Context: an optimization exercise on an open-source flow, tuned for small area, a short achievable clock period and few clock cycles. The choices shown serve that exercise and are no tape-out recipe.
The RTL of this run was laid out without a check of its function.
Power and IR drop assume default switching activity.

**flow/run.sh**
```bash
#!/bin/bash
# synth_recipe.tcl (not shown) runs the flow's synth.tcl, then flattens the netlist and writes it again
# the make line also repeats each setting of config.mk as NAME=value (left out here)
make -C /OpenROAD-flow-scripts/flow DESIGN_CONFIG=/design/flow/config.mk WORK_HOME=/design/flow/orfs CLKGATE_MAP_FILE= SYNTH_SCRIPT=/design/flow/synth_recipe.tcl finish
```
**flow/config.mk**
```make
export PLATFORM = sky130hd
export DESIGN_NAME = mdu_iter
export DESIGN_NICKNAME = mdu_iter
export VERILOG_FILES = /design/flow/design.v
export SDC_FILE = /design/flow/constraint.sdc
export NUM_CORES = 4
export LEC_CHECK = 0
export CAP_MARGIN = 20
export CORE_MARGIN = 2
export CORE_UTILIZATION = 40
export SLEW_MARGIN = 20
```
**flow/constraint.sdc**
```tcl
create_clock -name core_clock -period 10.0 [get_ports {clk}]
set_input_delay 2.0000 -clock core_clock [delete_from_list [all_inputs] [get_ports {clk}]]
set_output_delay 2.0000 -clock core_clock [all_outputs]
set_load 0.01 [all_outputs]
```
**flow/design.v**
```verilog
module mdu_iter #(
  parameter int XLEN = 64
) (
  input  logic            clk,
  input  logic            resetn,
  input  logic            in_valid,
  output logic            in_ready,
  input  logic [2:0]      op,
  input  logic            is_word,
  input  logic [XLEN-1:0] a,
  input  logic [XLEN-1:0] b,
  input  logic            flush,
  output logic            out_valid,
  input  logic            out_ready,
  output logic [XLEN-1:0] result
);
  localparam logic [1:0] M_MUL = 2'd0, M_DIV = 2'd1, M_FIN = 2'd2;
  logic        c_valid, c_mul, c_word, c_hi, c_rem, c_sa, c_sb, c_nega, c_negb, c_done;
  logic [63:0] ca, cb;
  logic         e_busy;
  logic [1:0]   e_mode;
  logic [5:0]   e_cnt;
  logic         e_word, e_hi, e_rem, e_neg;
  logic [127:0] acc;
  logic [65:0]  mq;
  logic [64:0]  xr;
  logic        acc_in;
  logic        i_mul, i_sgna, i_sgnb;
  logic [63:0] xa, xb;
  always_comb begin
    i_mul  = ~op[2];
    i_sgna = i_mul ? (op[1:0] != 2'd3) : ~op[0];
    i_sgnb = i_mul ? ~op[1] : ~op[0];
    if (is_word) begin
      i_sgna = i_mul | ~op[0];
      i_sgnb = i_mul | ~op[0];
    end
    xa = is_word ? {{32{i_sgna & a[31]}}, a[31:0]} : a;
    xb = is_word ? {{32{i_sgnb & b[31]}}, b[31:0]} : b;
  end
  logic        b_zero, c_ready, c_negcyc;
  logic [63:0] na, nb;
  assign b_zero   = (cb == 64'd0);
  assign c_negcyc = c_valid & ~c_mul & ~b_zero & (c_nega | c_negb) & ~c_done;
  assign c_ready  = c_valid & ~c_negcyc;
  assign na = -ca;
  assign nb = -cb;
  function automatic logic [6:0] lead(input logic [63:0] v, input logic s);
    logic [63:0] t;
    logic [6:0]  n;
    t = v ^ {64{s}};
    n = 7'd0;
    if (t == 64'd0) begin
      n = 7'd64;
    end else begin
      if (t[63:32] == 32'd0) begin n[5] = 1'b1; t = t << 32; end
      if (t[63:48] == 16'd0) begin n[4] = 1'b1; t = t << 16; end
      if (t[63:56] == 8'd0)  begin n[3] = 1'b1; t = t << 8;  end
      if (t[63:60] == 4'd0)  begin n[2] = 1'b1; t = t << 4;  end
      if (t[63:62] == 2'd0)  begin n[1] = 1'b1; t = t << 2;  end
      if (t[63] == 1'b0)     begin n[0] = 1'b1; end
    end
    lead = n;
  endfunction
  logic [6:0]  la, lb, lm, dsh, kk;
  logic        swap;
  logic [63:0] rin, rot, mhi;
  logic [7:0]  dd;
  logic [5:0]  mj;
  always_comb begin
    la   = lead(ca, c_sa);
    lb   = lead(cb, c_sb);
    swap = (la > lb);               
    lm   = swap ? la : lb;
    mj   = 6'((7'd64 - lm) >> 1);   
    dd   = {1'b0, lb} - {1'b0, la} + 8'd1;
    dsh  = (dd[7] || dd == 8'd0) ? 7'd1 : dd[6:0];
    kk   = c_mul ? (7'd64 - {mj, 1'b0}) : (7'd64 - dsh);
    rin  = (c_mul && !swap) ? cb : ca;
    rot  = rin;
    for (int i = 0; i < 6; i++)
      if (kk[i]) rot = (rot << (1 << i)) | (rot >> (64 - (1 << i)));
    mhi  = kk[6] ? 64'd0 : ({64{1'b1}} << kk[5:0]);
  end
  logic        last, step, r_free, consume, e_fin_next;
  logic [2:0]  bb;
  logic        p_one, p_two, p_neg;
  logic [67:0] add_a, sel, pp, sum;
  logic        cout, qbit;
  logic [59:0] up, up_n;
  logic [127:0] acc_mul;
  logic [63:0] rem_n, quo_n, res_raw, res_w;
  always_comb begin
    bb = mq[65:63];
    case (e_mode)
      M_MUL: begin
        p_one = bb[1] ^ bb[0];
        p_two = (bb == 3'b100) | (bb == 3'b011);
        p_neg = bb[2] & ~(bb[1] & bb[0]);
      end
      M_DIV: begin
        p_one = 1'b1; p_two = 1'b0; p_neg = 1'b1;
      end
      default: begin
        p_one = 1'b1; p_two = 1'b0; p_neg = e_neg;
      end
    endcase
    case (e_mode)
      M_MUL:   add_a = {acc[65:0], 2'b00};
      M_DIV:   add_a = {3'b000, acc[63:0], mq[63]};
      default: add_a = 68'd0;
    endcase
    sel = p_one ? {{3{xr[64]}}, xr} : p_two ? {{2{xr[64]}}, xr, 1'b0} : 68'd0;
    pp  = p_neg ? ~sel : sel;
    {cout, sum} = {1'b0, add_a} + {1'b0, pp} + {68'd0, p_neg};
    up = acc[125:66];
    case ({cout, pp[67]})
      2'b10:   up_n = up + 60'd1;
      2'b01:   up_n = up - 60'd1;
      default: up_n = up;
    endcase
    acc_mul = {up_n, sum};
    qbit  = ~sum[67];
    rem_n = qbit ? sum[63:0] : {acc[62:0], mq[63]};
    quo_n = {mq[62:0], qbit};
    case (e_mode)
      M_MUL:   res_raw = e_hi ? acc_mul[127:64] : acc_mul[63:0];
      M_DIV:   res_raw = e_rem ? rem_n : quo_n;
      default: res_raw = sum[63:0];
    endcase
    res_w = e_word ? {{32{res_raw[31]}}, res_raw[31:0]} : res_raw;
  end
  assign last    = e_busy & (e_cnt == 6'd0) & ~((e_mode == M_DIV) & e_neg);
  assign step    = e_busy & ~last;
  assign r_free  = ~out_valid | out_ready;
  assign consume = c_ready & (~e_busy | (last & r_free));
  logic c_valid_d, c_ready_d, e_busy_d, last_d, out_valid_d;
  logic accept, take, finish;
  assign accept = in_valid & in_ready;
  assign take   = out_valid & out_ready;
  assign finish = last & r_free;
  always_comb begin
    c_valid_d   = accept | (c_valid & ~consume);
    if (accept)
      c_ready_d = i_mul | ~(i_sgna & (xa[63] | xb[63])) | (xb == 64'd0);
    else
      c_ready_d = c_valid & ~consume;
    e_busy_d    = consume | (e_busy & ~finish);
    if (consume)
      last_d = 1'b0;   
    else
      last_d = e_busy & ~finish & (((e_cnt == 6'd1) & ~((e_mode == M_DIV) & e_neg)) |
                                   ((e_cnt == 6'd0) & ((e_mode == M_DIV) & e_neg)) |
                                   last);
    out_valid_d = finish | (out_valid & ~out_ready);
  end
  always_ff @(posedge clk or negedge resetn) begin
    if (!resetn) begin
      c_valid   <= 1'b0;
      c_done    <= 1'b0;
      e_busy    <= 1'b0;
      out_valid <= 1'b0;
      in_ready  <= 1'b1;
    end else if (flush) begin
      c_valid   <= 1'b0;
      c_done    <= 1'b0;
      e_busy    <= 1'b0;
      out_valid <= 1'b0;
      in_ready  <= 1'b1;
    end else begin
      c_valid   <= c_valid_d;
      e_busy    <= e_busy_d;
      out_valid <= out_valid_d;
      in_ready  <= ~c_valid_d | (c_ready_d & (~e_busy_d | (last_d & ~out_valid_d)));
      if (accept)        c_done <= 1'b0;
      else if (c_negcyc) c_done <= 1'b1;
    end
  end
  always_ff @(posedge clk) begin
    if (accept) begin
      ca     <= xa;
      cb     <= xb;
      c_mul  <= i_mul;
      c_word <= is_word;
      c_hi   <= ~is_word & (op[1:0] != 2'd0);
      c_rem  <= op[1];
      c_sa   <= i_sgna & xa[63];
      c_sb   <= i_sgnb & xb[63];
      c_nega <= ~i_mul & i_sgna & xa[63];
      c_negb <= ~i_mul & i_sgnb & xb[63];
    end else if (c_negcyc) begin
      if (c_nega) ca <= na;
      if (c_negb) cb <= nb;
      c_sa <= 1'b0;
      c_sb <= 1'b0;
    end
    if (consume) begin
      e_word <= c_word;
      e_hi   <= c_hi;
      e_rem  <= c_rem;
      if (c_mul) begin
        e_mode     <= M_MUL;
        e_cnt      <= mj;
        acc        <= '0;
        mq[63:0]   <= rot & mhi;
        mq[65:64]  <= (kk[5:0] == 6'd0 && !kk[6]) ? {2{swap ? c_sa : c_sb}} : rot[1:0];
        xr         <= swap ? {c_sb, cb} : {c_sa, ca};
        e_neg      <= 1'b0;
      end else if (b_zero) begin
        e_mode     <= M_FIN;
        e_cnt      <= 6'd0;
        xr         <= {1'b0, c_rem ? ca : {64{1'b1}}};
        e_neg      <= 1'b0;
      end else begin
        e_mode     <= M_DIV;
        e_cnt      <= 6'(dsh - 7'd1);
        acc[63:0]  <= rot & ~mhi;
        mq[63:0]   <= rot & mhi;
        xr         <= {1'b0, cb};
        e_neg      <= c_rem ? c_nega : (c_nega ^ c_negb);
      end
    end else if (step) begin
      case (e_mode)
        M_MUL: begin
          acc <= acc_mul;
          mq  <= {mq[63:0], 2'b00};
          e_cnt <= e_cnt - 6'd1;
        end
        M_DIV: begin
          acc[63:0] <= rem_n;
          mq[63:0]  <= quo_n;
          if (e_cnt == 6'd0) begin
            xr     <= {1'b0, e_rem ? rem_n : quo_n};
            e_mode <= M_FIN;
          end else begin
            e_cnt <= e_cnt - 6'd1;
          end
        end
        default: ;
      endcase
    end
    if (finish) result <= res_w;
  end
endmodule
```
==> results.cfg <==
[pwr]
powerDensity_nw_per_um2 = 370
p_leak_uw = 0.0229
power_uw = 21000
ir_drop_mv = 0.260

[finish]
area_growth_syn_to_layout_pct = 24.0
nets = 6396
final_layout_size_suffix_gt1_share_pct = 17.5
fin_cells = 7658
nFillCells = 11100

[synth]
synth_edf_count = 469
synth_top_area_share_pct = 30.8
synthCells = 5548
synth_seq_cells = 474
async_flop_share_pct = 1.05
synth.distinct_cells = 101
yosys_most_used_dff = edfxtp_1
yosys-top-cells-area = edfxtp_1 (31%), mux2i_1 (10%), nand2_1 (4.8%), nor2_1 (4.8%), a21oi_1 (4.6%)
seq_area_frac_synth_pct = 31.0
yosys_warnings = 1
synth_most_common_cell = nand2_1
ys_top_cells_by_count = nand2_1 (588), nor2_1 (586), edfxtp_1 (469), mux2i_1 (456), a21oi_1 (425)
yosysTopAreaCell = edfxtp_1
syn_nets = 5844
synth_area_um2 = 45800
avgSynthCellArea_um2 = 8.25

[sta]
grt_setup_unrepaired = yes
period_needed_ps = 10100
fin_crit_sh_pct = 101
hold_viol_final = 0
finalSetupViolCount = 1
report.final.slew_viol_count = 0
fin_ws_ps = -102
hold_ws_ps = 444
worst_clock_skew_ps = 54.7
tightest_slew_ps = 1260
fmax_ghz = 0.0990
relSlewSlack_pct = 14.8

[floorplan]
die_w_um = 342
ios = 203
rows = 124
start_util_pct = 40.2
fp.dieArea_um2 = 117000
core-area_um2 = 114000
dieHeight_um = 342

[drt]
drt_first_pass_iters = 7
wirelength_mm = 215
vias = 48500
first_iter_violations = 6083
drc = 0
wl_per_cell_um = 28.1
ant_nets = 0
post_drt_via_cell_ratio = 6.33

[cts]
cts_hold_buf = 0
htree_levels = 2
clockRootBuffer = clkbuf_16
cts.path.max_buffers = 3
path_clk_slew_ps = 60
cts_tree = yes
clock_sinks = 474
cts_buffers = 59
insertion_delay_ps = 730

[placement]
hpwlAfterDp_mm = 168
dpl.cell_count = 7525
gp_congestion = 1.04
io_buffers = 202

[worst_setup_path]
cp-start-kind = register
worst_ep_arrival_time_ps = 10570
crit_type = register to register
crit_fanout = 9
worst_path_most_repeated_cell = a21o_1
max_stage_delay_ps = 410
cpMaxStageDelayCell = edfxtp_1
crit_path_end_kind = register
required_ps = 10470

[grt]
grt_start_max_net_pins = 134
grt_pass1_wl_mm = 311
grt_overflow = 0
grtUsageTotal_pct = 35.5
grt_pass1_vias = 45900
antenna_found_initial = 10

[run]
maxCapViolCount = 0

[hold_path]
min_path_type = register to register

[status]
status = failed layout checks
violations = setup timing
sequential cells by signal (all words and copies together) (netlist names), 2 cells and up:
| register | cells |
|---|---|
| acc | 126 |
| mq | 66 |
| xr | 65 |
| ca | 64 |
| cb | 64 |
| result | 64 |
| e_cnt | 6 |
| e_mode | 2 |
timing repair:
action / in CTS / in global routing
pin swaps: 39 / 57
cloned: 0 / 1
setup buffers: 12 / 21
resized for setup: 43 / 76
endpoints found under the setup margin: 53 / 180
cell families (layout without fill, tap and decap cells):
| kind of cell | after synthesis | in the layout | synth area share [%] |
|---|---|---|---|
| simple gates | 1839 | 1839 | 18.6 |
| compound gates | 1674 | 1675 | 23.8 |
| buf+inv | 579 | 1174 | 5.02 |
| mux | 502 | 502 | 11.1 |
| flops | 474 | 474 | 31.0 |
| xor+xnor | 321 | 321 | 6.14 |
| fa+ha+maj | 159 | 159 | 4.39 |
| other cells | 0 | 2 | 0 |
final cells by class:
type / instances / area, um^2 / share of cell area, %
clock inverter: 31 / 402 / 0.707
antenna: 2 / 5.00 / 0.00881
sequential: 474 / 14200 / 25.0
inverter: 91 / 347 / 0.610
clock buffer: 74 / 1530 / 2.70
multi-input combinational: 4496 / 30000 / 52.9
timing repair buffer: 978 / 8360 / 14.7
tap: 1512 / 1890 / 3.33
stage by stage:
step	setup TNS (ps)	util [%]	area, um^2	setup slack, ps
6_report	-102	49.9	56800	-102
5_1_grt	-1400	49.9	56800	-350
4_1_cts	-759	49.5	56300	-296
3_5_place_dp	-26750	47.5	54100	-1220
3_3_place_gp	-19500	47.5	54100	-1030
2_1_floorplan	-385	-	45900	-385
path summary, 6_finish.rpt:
path	start	end	slack, ps	cells after the start
hold / removal	c_hi	e_hi	440	0
setup / recovery	mq[64]	result[63]	-100	47
min in group asynchronous	resetn	out_valid	1550	1
setup reg to reg	mq[64]	result[63]	-100	47
max in group asynchronous	resetn	in_ready	8190	1
hold reg to reg	c_hi	e_hi	440	0
routing by layer:
metal / share of wire (%) / vias to the layer above / GRT usage (%)
met5: 0.029 / - / 0
met4: 6.2 / 8 / 18.2
met3: 8.8 / 554 / 4.91
met2: 44 / 2682 / 56.5
met1: 41 / 23300 / 46.9
li1: - / 21900 / -
worst max-delay path, delay by kind of cell, from the launching register on:
kind | cells | cell delay (ps)
AOI/OAI and AO/OA | 31 | 6580
xor gates and xnor gates | 2 | 330
adders and majority gates | 4 | 960
buffers and inverters | 4 | 520
DFF | 1 | 410
muxes | 1 | 240
and+or+nand+nor | 5 | 850
power breakdown:
| group | switching, uW | internal (uW) | leakage, uW |
|---|---|---|---|
| Sequential | 328 | 2640 | 0.00447 |
| Clock | 984 | 1270 | 0.000928 |
| Combinational | 9310 | 6480 | 0.0175 |
cell usage in the layout, fill, tap and decap left out, types with 45 or more instances in the layout:
cell type and n:
xor2_1 175, o22ai_1 87, buf_4 726, nand3_1 135, nand2b_1 45, a21o_1 88
clkbuf_16 59, a21oi_1 409, edfxtp_1 469, nand2_1 583, or3_1 54, inv_1 85
o21ai_0 374, a22oi_1 106, mux2_2 45, nor2_1 577, clkdlybuf4s50_1 202, a211oi_1 46
xnor2_1 141, ha_1 151, mux2i_1 454, nor4_1 65, nor3_1 91

afterwards: timing with drivers on the ports:
How much do the figures lean on ideal ports? The routed layout below was timed once more, with nothing changed but the port constraints. Step 1 (the two cells are an assumption about what drives the block):
set clk [get_ports {clk}]
set_driving_cell -lib_cell sky130_fd_sc_hd__clkbuf_16 $clk
set_driving_cell -lib_cell sky130_fd_sc_hd__buf_2 [delete_from_list [all_inputs] $clk]
Step 2 times the ports against the registers' clock, not the clock port: input delays grow and output delays shrink by t, the midpoint of the rising clock arrivals with the driver on. Slacks: ideal / step 1 / step 2; pairs: ideal / step 1.
shift t [ns]: 0.772
setup slack, ns: -0.102 / -0.102 / -0.102
hold WS [ns]: 0.444 / 0.444 / 0.444
worst data-port slew with drivers (ns): 0.07
For this run, drivers alone change the setup slack by 0.000 ns; drivers and shift together by 0.000 ns.
